Background: an optimization exercise with open tools, aiming at a short achievable clock period and few clock cycles. Do not read the settings as production practice. The RTL was checked by simulation tests, not by an equivalence proof against the original design. Power is estimated from default activity; no workload was simulated.

==> inputs of branch maple <==
==> flow/design.v <==
package cpuPkg;
	localparam int wordW = 16;
	localparam int opW = 5;
	localparam int regSelW = 3;
	localparam int numRegs = 8;
	localparam int immW = 8;
	localparam int labelW = 11;
	localparam int imemDepth = 64;
	localparam int dmemDepth = 64;
	localparam int memAddrW = 6;
	localparam logic [memAddrW-1:0] spReset = 6'd63;  
	localparam logic [opW-1:0] opPush = 5'b00000;
	localparam logic [opW-1:0] opPop  = 5'b00001;
	localparam logic [opW-1:0] opAdd  = 5'b00010;
	localparam logic [opW-1:0] opOr   = 5'b00011;
	localparam logic [opW-1:0] opNot  = 5'b00100;
	localparam logic [opW-1:0] opNeg  = 5'b00101;
	localparam logic [opW-1:0] opInc  = 5'b00110;
	localparam logic [opW-1:0] opDec  = 5'b00111;
	localparam logic [opW-1:0] opCall = 5'b01000;
	localparam logic [opW-1:0] opRet  = 5'b01001;
	localparam logic [opW-1:0] opLdi  = 5'b01010;
	localparam logic [3:0] ccAlways = 4'd0;
	localparam logic [3:0] ccZ  = 4'd1;
	localparam logic [3:0] ccNz = 4'd2;
	localparam logic [3:0] ccC  = 4'd3;
	localparam logic [3:0] ccNc = 4'd4;
	localparam logic [3:0] ccS  = 4'd5;
	localparam logic [3:0] ccNs = 4'd6;
	localparam logic [3:0] ccV  = 4'd7;
	localparam logic [3:0] ccNv = 4'd8;
	localparam logic [2:0] passX = 3'd0;
	localparam logic [2:0] add   = 3'd1;
	localparam logic [2:0] orOp  = 3'd2;
	localparam logic [2:0] notX  = 3'd3;
	localparam logic [2:0] negX  = 3'd4;
	localparam logic [2:0] incX  = 3'd5;
	localparam logic [2:0] decX  = 3'd6;
	localparam logic [1:0] pcNext  = 2'd0;
	localparam logic [1:0] pcLabel = 2'd1;
	localparam logic [1:0] pcStack = 2'd2;
	localparam int flagZ = 3;
	localparam int flagC = 2;
	localparam int flagS = 1;
	localparam int flagV = 0;
endpackage
`timescale 1ns/1ps
import cpuPkg::*;
module cpuTop (
	input  logic ldSig,
	input  logic resetN,
	input  logic run,
	input  logic progWe,
	input  logic [5:0] progAddr,
	input  logic [15:0] progData,
	output logic [15:0] pc,
	output logic memWe,
	output logic [5:0] memAddr,
	output logic [15:0] memWdata,
	output logic [3:0] flags  
);
	logic [wordW-1:0] imem [imemDepth];
	logic [wordW-1:0] dmem [dmemDepth];
	logic [wordW-1:0] regQ [numRegs];
	logic [wordW-1:0] ir;            
	logic [wordW-1:0] regOut;        
	logic [wordW-1:0] wdQ;           
	logic wePend;                    
	logic needFetch;                 
	logic [memAddrW-1:0] fetchA;     
	logic [wordW-1:0] tos;           
	logic [memAddrW-1:0] sp;
	logic [memAddrW-1:0] spUp2;      
	logic [opW-1:0] op;
	logic [regSelW-1:0] rSel;
	logic isBranch, isPush, isPop, isCall, isRet, isLdi, isAlu, wrReg;
	logic takeLabel;   
	logic takeRet;     
	assign op = ir[15:11];
	assign rSel = ir[10:8];
	assign isBranch = op[opW-1];
	assign isPush = (op == opPush);
	assign isPop = (op == opPop);
	assign isCall = (op == opCall);
	assign isRet = (op == opRet);
	assign isLdi = (op == opLdi);
	assign isAlu = (op >= opAdd) && (op <= opDec);
	assign wrReg = isPop || isLdi || isAlu;
	function automatic logic condHolds(input logic [3:0] cc, input logic [3:0] f);
		case (cc)
			ccAlways: condHolds = 1'b1;
			ccZ:      condHolds = f[flagZ];
			ccNz:     condHolds = !f[flagZ];
			ccC:      condHolds = f[flagC];
			ccNc:     condHolds = !f[flagC];
			ccS:      condHolds = f[flagS];
			ccNs:     condHolds = !f[flagS];
			ccV:      condHolds = f[flagV];
			ccNv:     condHolds = !f[flagV];
			default:  condHolds = 1'b0;
		endcase
	endfunction
	logic [wordW-1:0] aluZ;
	logic aluC, aluV;
	logic [wordW:0] addW;
	logic [wordW-1:0] negR, incR, decR;
	assign addW = {1'b0, tos} + {1'b0, regOut};
	assign negR = '0 - tos;
	assign incR = tos + 1'b1;
	assign decR = tos - 1'b1;
	always_comb begin
		aluZ = addW[wordW-1:0];
		aluC = 1'b0;
		aluV = 1'b0;
		case (op)
			opAdd: begin
				aluZ = addW[wordW-1:0];
				aluC = addW[wordW];
				aluV = (tos[15] == regOut[15]) && (addW[15] != tos[15]);
			end
			opOr:  aluZ = tos | regOut;
			opNot: aluZ = ~tos;
			opNeg: begin
				aluZ = negR;
				aluC = (tos != '0);
				aluV = (tos == 16'h8000);
			end
			opInc: begin
				aluZ = incR;
				aluC = (tos == 16'hffff);
				aluV = (tos == 16'h7fff);
			end
			default: begin  
				aluZ = decR;
				aluC = (tos == '0);
				aluV = (tos == 16'h8000);
			end
		endcase
	end
	logic [3:0] aluFlags, flagsNext;
	assign aluFlags = {aluZ == '0, aluC, aluZ[wordW-1], aluV};
	assign flagsNext = isAlu ? aluFlags : flags;
	logic [wordW-1:0] wData;
	assign wData = isPop ? tos :
		isLdi ? {{(wordW-immW){1'b0}}, ir[immW-1:0]} : aluZ;
	logic [wordW-1:0] pcInc;
	assign pcInc = pc + 1'b1;
	assign memWe = run & wePend;
	assign memAddr = sp;
	assign memWdata = wdQ;
	always_ff @(posedge ldSig) begin
		if (wePend)
			dmem[sp] <= isCall ? pcInc : regOut;
	end
	always_ff @(posedge ldSig) begin
		if (progWe)
			imem[progAddr] <= progData;
	end
	logic [wordW-1:0] irSeq, irLabel, irRet, irHold;
	assign irSeq = imem[fetchA];
	assign irLabel = imem[ir[memAddrW-1:0]];
	assign irRet = imem[tos[memAddrW-1:0]];
	assign irHold = (progWe && progAddr == pc[memAddrW-1:0]) ? progData :
		needFetch ? irSeq : ir;
	logic [labelW:0] labelInc;
	logic [wordW-1:0] tosInc, pcInc2;
	assign labelInc = {1'b0, ir[labelW-1:0]} + 1'b1;
	assign tosInc = tos + 1'b1;
	assign pcInc2 = pc + 2'd2;
	logic [wordW-1:0] irCand [4];
	logic [wordW-1:0] pcIncCand [4];
	logic [3:0] flagsCand [4];
	logic [wordW-1:0] regCand [4];
	logic [wordW-1:0] wdCand [4];
	logic [3:0] labelCand, retCand, weCand;
	assign irCand[0] = irHold;
	assign irCand[1] = irLabel;
	assign irCand[2] = irRet;
	assign irCand[3] = irSeq;
	assign pcIncCand[0] = pcInc;
	assign pcIncCand[1] = {{(wordW-labelW-1){1'b0}}, labelInc};
	assign pcIncCand[2] = tosInc;
	assign pcIncCand[3] = pcInc2;
	assign flagsCand[0] = flags;  
	assign flagsCand[1] = flagsNext;
	assign flagsCand[2] = flagsNext;
	assign flagsCand[3] = flagsNext;
	for (genvar c = 0; c < 4; c++) begin : gCand
		logic [opW-1:0] cOp;
		logic cCall;
		assign cOp = irCand[c][15:11];
		assign cCall = (cOp == opCall);
		if (c == 0) begin : gHold
			assign regCand[c] = regQ[irCand[c][10:8]];
		end else begin : gRun
			assign regCand[c] = (wrReg && irCand[c][10:8] == rSel) ? wData : regQ[irCand[c][10:8]];
		end
		assign wdCand[c] = cCall ? pcIncCand[c] : regCand[c];
		assign labelCand[c] = cCall || (cOp[opW-1] && condHolds(cOp[3:0], flagsCand[c]));
		assign retCand[c] = (cOp == opRet);
		assign weCand[c] = (cOp == opPush) || cCall;
	end
	logic [1:0] sel;
	assign sel = !run ? 2'd0 : takeLabel ? 2'd1 : takeRet ? 2'd2 : 2'd3;
	logic [wordW-1:0] pcNext, pcNextInc;
	always_comb begin
		case (sel)
			2'd0: pcNext = pc;
			2'd1: pcNext = {{(wordW-labelW){1'b0}}, ir[labelW-1:0]};
			2'd2: pcNext = tos;
			default: pcNext = pcInc;
		endcase
	end
	assign pcNextInc = pcIncCand[sel];
	always_ff @(posedge ldSig) begin
		ir <= irCand[sel];
		regOut <= regCand[sel];
		wdQ <= wdCand[sel];
	end
	always_ff @(posedge ldSig or negedge resetN) begin
		if (!resetN) begin
			wePend <= 1'b0;
			takeLabel <= 1'b0;
			takeRet <= 1'b0;
			needFetch <= 1'b1;
			fetchA <= '0;
		end else begin
			wePend <= weCand[sel];
			takeLabel <= labelCand[sel];
			takeRet <= retCand[sel];
			needFetch <= 1'b0;
			if (run || needFetch)
				fetchA <= pcNextInc[memAddrW-1:0];
		end
	end
	always_ff @(posedge ldSig or negedge resetN) begin
		if (!resetN) begin
			pc <= '0;
			sp <= spReset;
			spUp2 <= spReset + 2'd2;
			flags <= '0;
			tos <= '0;
		end else if (run) begin
			pc <= pcNext;
			if (isPush || isCall) begin
				sp <= sp - 1'b1;
				spUp2 <= spUp2 - 1'b1;
			end else if (isPop || isRet) begin
				sp <= sp + 1'b1;
				spUp2 <= spUp2 + 1'b1;
			end
			if (isAlu)
				flags <= aluFlags;
			if (isPush || isCall)
				tos <= wdQ;
			else if (isPop || isRet)
				tos <= dmem[spUp2];
		end
	end
	for (genvar i = 0; i < numRegs; i++) begin : gReg
		always_ff @(posedge ldSig or negedge resetN) begin
			if (!resetN)
				regQ[i] <= '0;
			else if (run && wrReg && rSel == i)
				regQ[i] <= wData;
		end
	end
endmodule
==> flow/flow/run.sh <==
#!/bin/bash
set -euo pipefail
bash standard.sh SETUP_SLACK_MARGIN=7 'PLACE_PINS_ARGS=-group_pins {run memWe}' finish > flow_make.log 2>&1
==> flow/standard.sh <==
#!/bin/bash
# synth_recipe.tcl (not shown) runs the flow's synth.tcl, then flattens the netlist and writes it again
# the make line also repeats each setting of config.mk as NAME=value (left out here)
make -C /OpenROAD-flow-scripts/flow DESIGN_CONFIG=/design/flow/config.mk WORK_HOME=/design/flow/orfs CLKGATE_MAP_FILE= SYNTH_SCRIPT=/design/flow/synth_recipe.tcl "${@:-finish}"
==> flow/config.mk <==
export PLATFORM = sky130hd
export DESIGN_NAME = cpuTop
export DESIGN_NICKNAME = cpuTop
export VERILOG_FILES = /design/flow/design.v
export SDC_FILE = /design/flow/constraint.sdc
export NUM_CORES = 4
export LEC_CHECK = 0
export ABC_CLOCK_PERIOD_IN_PS = 3000
export CAP_MARGIN = 20
export CORE_MARGIN = 2
export CORE_UTILIZATION = 40
export SLEW_MARGIN = 20
export TNS_END_PERCENT = 100
==> flow/constraint.sdc <==
create_clock -name core_clock -period 11.0 [get_ports {ldSig}]
set_input_delay 2.2000 -clock core_clock [delete_from_list [all_inputs] [get_ports {ldSig}]]
set_output_delay 2.2000 -clock core_clock [all_outputs]
set_load 0.01 [all_outputs]
==> inputs of branch umber, as changes to branch maple <==
==> flow/design.v (replaced) <==
package cpuPkg;
	localparam int wordW = 16;
	localparam int opW = 5;
	localparam int regSelW = 3;
	localparam int numRegs = 8;
	localparam int immW = 8;
	localparam int labelW = 11;
	localparam int imemDepth = 64;
	localparam int dmemDepth = 64;
	localparam int memAddrW = 6;
	localparam logic [memAddrW-1:0] spReset = 6'd63;  
	localparam logic [opW-1:0] opPush = 5'b00000;
	localparam logic [opW-1:0] opPop  = 5'b00001;
	localparam logic [opW-1:0] opAdd  = 5'b00010;
	localparam logic [opW-1:0] opOr   = 5'b00011;
	localparam logic [opW-1:0] opNot  = 5'b00100;
	localparam logic [opW-1:0] opNeg  = 5'b00101;
	localparam logic [opW-1:0] opInc  = 5'b00110;
	localparam logic [opW-1:0] opDec  = 5'b00111;
	localparam logic [opW-1:0] opCall = 5'b01000;
	localparam logic [opW-1:0] opRet  = 5'b01001;
	localparam logic [opW-1:0] opLdi  = 5'b01010;
	localparam logic [3:0] ccAlways = 4'd0;
	localparam logic [3:0] ccZ  = 4'd1;
	localparam logic [3:0] ccNz = 4'd2;
	localparam logic [3:0] ccC  = 4'd3;
	localparam logic [3:0] ccNc = 4'd4;
	localparam logic [3:0] ccS  = 4'd5;
	localparam logic [3:0] ccNs = 4'd6;
	localparam logic [3:0] ccV  = 4'd7;
	localparam logic [3:0] ccNv = 4'd8;
	localparam logic [2:0] passX = 3'd0;
	localparam logic [2:0] add   = 3'd1;
	localparam logic [2:0] orOp  = 3'd2;
	localparam logic [2:0] notX  = 3'd3;
	localparam logic [2:0] negX  = 3'd4;
	localparam logic [2:0] incX  = 3'd5;
	localparam logic [2:0] decX  = 3'd6;
	localparam logic [1:0] pcNext  = 2'd0;
	localparam logic [1:0] pcLabel = 2'd1;
	localparam logic [1:0] pcStack = 2'd2;
	localparam int flagZ = 3;
	localparam int flagC = 2;
	localparam int flagS = 1;
	localparam int flagV = 0;
endpackage
`timescale 1ns/1ps
import cpuPkg::*;
module cpuTop (
	input  logic ldSig,
	input  logic resetN,
	input  logic run,
	input  logic progWe,
	input  logic [5:0] progAddr,
	input  logic [15:0] progData,
	output logic [15:0] pc,
	output logic memWe,
	output logic [5:0] memAddr,
	output logic [15:0] memWdata,
	output logic [3:0] flags  
);
	logic [wordW-1:0] imem [imemDepth];
	logic [wordW-1:0] dmem [dmemDepth];
	logic [wordW-1:0] regQ [numRegs];
	logic [wordW-1:0] ir;        
	logic wePend;                
	logic [wordW-1:0] tos;       
	logic [memAddrW-1:0] sp;
	logic [opW-1:0] op;
	logic [regSelW-1:0] rSel;
	logic isBranch, isPush, isPop, isCall, isRet, isLdi, isAlu;
	logic condTrue;
	logic takeLabel;
	assign op = ir[15:11];
	assign rSel = ir[10:8];
	assign isBranch = op[opW-1];
	assign isPush = (op == opPush);
	assign isPop = (op == opPop);
	assign isCall = (op == opCall);
	assign isRet = (op == opRet);
	assign isLdi = (op == opLdi);
	assign isAlu = (op >= opAdd) && (op <= opDec);
	always_comb begin
		case (op[3:0])
			ccAlways: condTrue = 1'b1;
			ccZ:      condTrue = flags[flagZ];
			ccNz:     condTrue = !flags[flagZ];
			ccC:      condTrue = flags[flagC];
			ccNc:     condTrue = !flags[flagC];
			ccS:      condTrue = flags[flagS];
			ccNs:     condTrue = !flags[flagS];
			ccV:      condTrue = flags[flagV];
			ccNv:     condTrue = !flags[flagV];
			default:  condTrue = 1'b0;
		endcase
	end
	assign takeLabel = isCall || (isBranch && condTrue);
	logic [wordW-1:0] regOut;
	logic [wordW-1:0] pcInc;
	assign regOut = regQ[rSel];
	assign pcInc = pc + 1'b1;
	logic [wordW-1:0] aluZ;
	logic aluC, aluV;
	logic [wordW:0] addW;
	logic [wordW-1:0] negR, incR, decR;
	assign addW = {1'b0, tos} + {1'b0, regOut};
	assign negR = '0 - tos;
	assign incR = tos + 1'b1;
	assign decR = tos - 1'b1;
	always_comb begin
		aluZ = addW[wordW-1:0];
		aluC = 1'b0;
		aluV = 1'b0;
		case (op)
			opAdd: begin
				aluZ = addW[wordW-1:0];
				aluC = addW[wordW];
				aluV = (tos[15] == regOut[15]) && (addW[15] != tos[15]);
			end
			opOr:  aluZ = tos | regOut;
			opNot: aluZ = ~tos;
			opNeg: begin
				aluZ = negR;
				aluC = (tos != '0);
				aluV = (tos == 16'h8000);
			end
			opInc: begin
				aluZ = incR;
				aluC = (tos == 16'hffff);
				aluV = (tos == 16'h7fff);
			end
			default: begin  
				aluZ = decR;
				aluC = (tos == '0);
				aluV = (tos == 16'h8000);
			end
		endcase
	end
	assign memWe = run & wePend;
	assign memAddr = sp;
	assign memWdata = isCall ? pcInc : regOut;
	always_ff @(posedge ldSig) begin
		if (wePend)
			dmem[sp] <= memWdata;
	end
	always_ff @(posedge ldSig) begin
		if (progWe)
			imem[progAddr] <= progData;
	end
	logic [wordW-1:0] irSeq, irLabel, irRet, irHold, irNext;
	logic [memAddrW-1:0] spUp2;
	assign irSeq = imem[pcInc[memAddrW-1:0]];
	assign irLabel = imem[ir[memAddrW-1:0]];
	assign irRet = imem[tos[memAddrW-1:0]];
	assign irHold = (progWe && progAddr == pc[memAddrW-1:0]) ? progData : imem[pc[memAddrW-1:0]];
	always_comb begin
		if (!run)
			irNext = irHold;
		else if (takeLabel)
			irNext = irLabel;
		else if (isRet)
			irNext = irRet;
		else
			irNext = irSeq;
	end
	always_ff @(posedge ldSig) begin
		ir <= irNext;
	end
	always_ff @(posedge ldSig or negedge resetN) begin
		if (!resetN)
			wePend <= 1'b0;
		else
			wePend <= (irNext[15:11] == opPush) || (irNext[15:11] == opCall);
	end
	assign spUp2 = sp + 2'd2;
	always_ff @(posedge ldSig or negedge resetN) begin
		if (!resetN) begin
			pc <= '0;
			sp <= spReset;
			flags <= '0;
			tos <= '0;
		end else if (run) begin
			if (takeLabel)
				pc <= {{(wordW-labelW){1'b0}}, ir[labelW-1:0]};
			else if (isRet)
				pc <= tos;
			else
				pc <= pcInc;
			if (isPush || isCall)
				sp <= sp - 1'b1;
			else if (isPop || isRet)
				sp <= sp + 1'b1;
			if (isAlu)
				flags <= {aluZ == '0, aluC, aluZ[wordW-1], aluV};
			if (isPush)
				tos <= regOut;
			else if (isCall)
				tos <= pcInc;
			else if (isPop || isRet)
				tos <= dmem[spUp2];
		end
	end
	for (genvar i = 0; i < numRegs; i++) begin : gReg
		always_ff @(posedge ldSig or negedge resetN) begin
			if (!resetN)
				regQ[i] <= '0;
			else if (run && rSel == i && (isPop || isLdi || isAlu))
				regQ[i] <= isPop ? tos :
					isLdi ? {{(wordW-immW){1'b0}}, ir[immW-1:0]} : aluZ;
		end
	end
endmodule
==> flow/run.sh (new file) <==
#!/bin/bash
# synth_recipe.tcl (not shown) runs the flow's synth.tcl, then flattens the netlist and writes it again
# the make line also repeats each setting of config.mk as NAME=value (left out here)
make -C /OpenROAD-flow-scripts/flow DESIGN_CONFIG=/design/flow/config.mk WORK_HOME=/design/flow/orfs CLKGATE_MAP_FILE= SYNTH_SCRIPT=/design/flow/synth_recipe.tcl finish
Settings changed: ABC_CLOCK_PERIOD_IN_PS 3000 to default, TNS_END_PERCENT 100 to default.
removed: flow/flow/run.sh
removed: flow/standard.sh
==> notes <==
- In branch maple the die area is larger than in branch umber, by 1.6%.
- Between branch maple and branch umber, the lower final area is in branch umber (gap 8.6%, measured against branch umber).
- In branch maple the sequential share of layout area is lower than in branch umber, by 3.1 points.
- Of branch umber and branch maple, branch maple has the higher via count (gap 14%, measured against branch maple).
==> figures <==
|  | branch umber | branch maple |
|---|---|---|
| Chip width | 539 um | 543 um |
| Clock Sinks | 2,235 | 2,288 |
| Number of nets in the final layout | 6,316 | 7,820 |
| Area used by multi-input combinational logic | 0.0468 mm^2 | 0.0494 mm^2 |
| Worst flop-to-flop path startpoint | pc[1] | tos[0] |
| Outcome | complete, no violations | complete, no violations |
| Critical-path cell with the highest stage delay | sky130_fd_sc_hd__dfrtp_4 | sky130_fd_sc_hd__and2_4 |
| Critical Path Fanout Max | 65 | 2 |
| Post-layout power | 41.1 mW | 49.0 mW |
| Latest clock arrival within the worst-skew pair | 0.95 ns | 0.91 ns |
Testbench counts of branch maple, summed over its fixed seeds: cycles 52,802.
Testbench counts of branch umber, summed over its fixed seeds: cycles 52,802.

==> re-timing with driven ports <==
In the flow no input, the clock included, has a driving cell. The finished layouts below were timed again as built, in two steps. Step 1 assumes that a clkbuf_16 drives the clock port and a buf_2 every other input. Step 2 adds t to the input delays and takes it off the output delays; t is the mean of the earliest and latest rising clock arrival at the registers after step 1. Input paths then give back, and output paths get back, about the clock's delay inside the block. Three values: no drivers, after step 1, after step 2; two values: the first two.
| run | t (ns) | setup slack, ns | hold slack, ns | worst register clock-pin slew, ns | worst slew at a driven data input, ns |
|---|---|---|---|---|---|
| branch maple | 0.981 | 6.072 / 5.793 / 5.441 | 0.524 / 0.524 / 0.524 | 0.07 / 0.07 | 0.30 |
| branch umber | 0.990 | 3.430 / 3.342 / 4.333 | 0.474 / 0.474 / 0.474 | 0.07 / 0.07 | 0.19 |
After both steps setup and hold are still met in every run listed. The setup slack of branch maple, which loses most, moves by -0.279 ns with the drivers and by -0.631 ns with both steps.
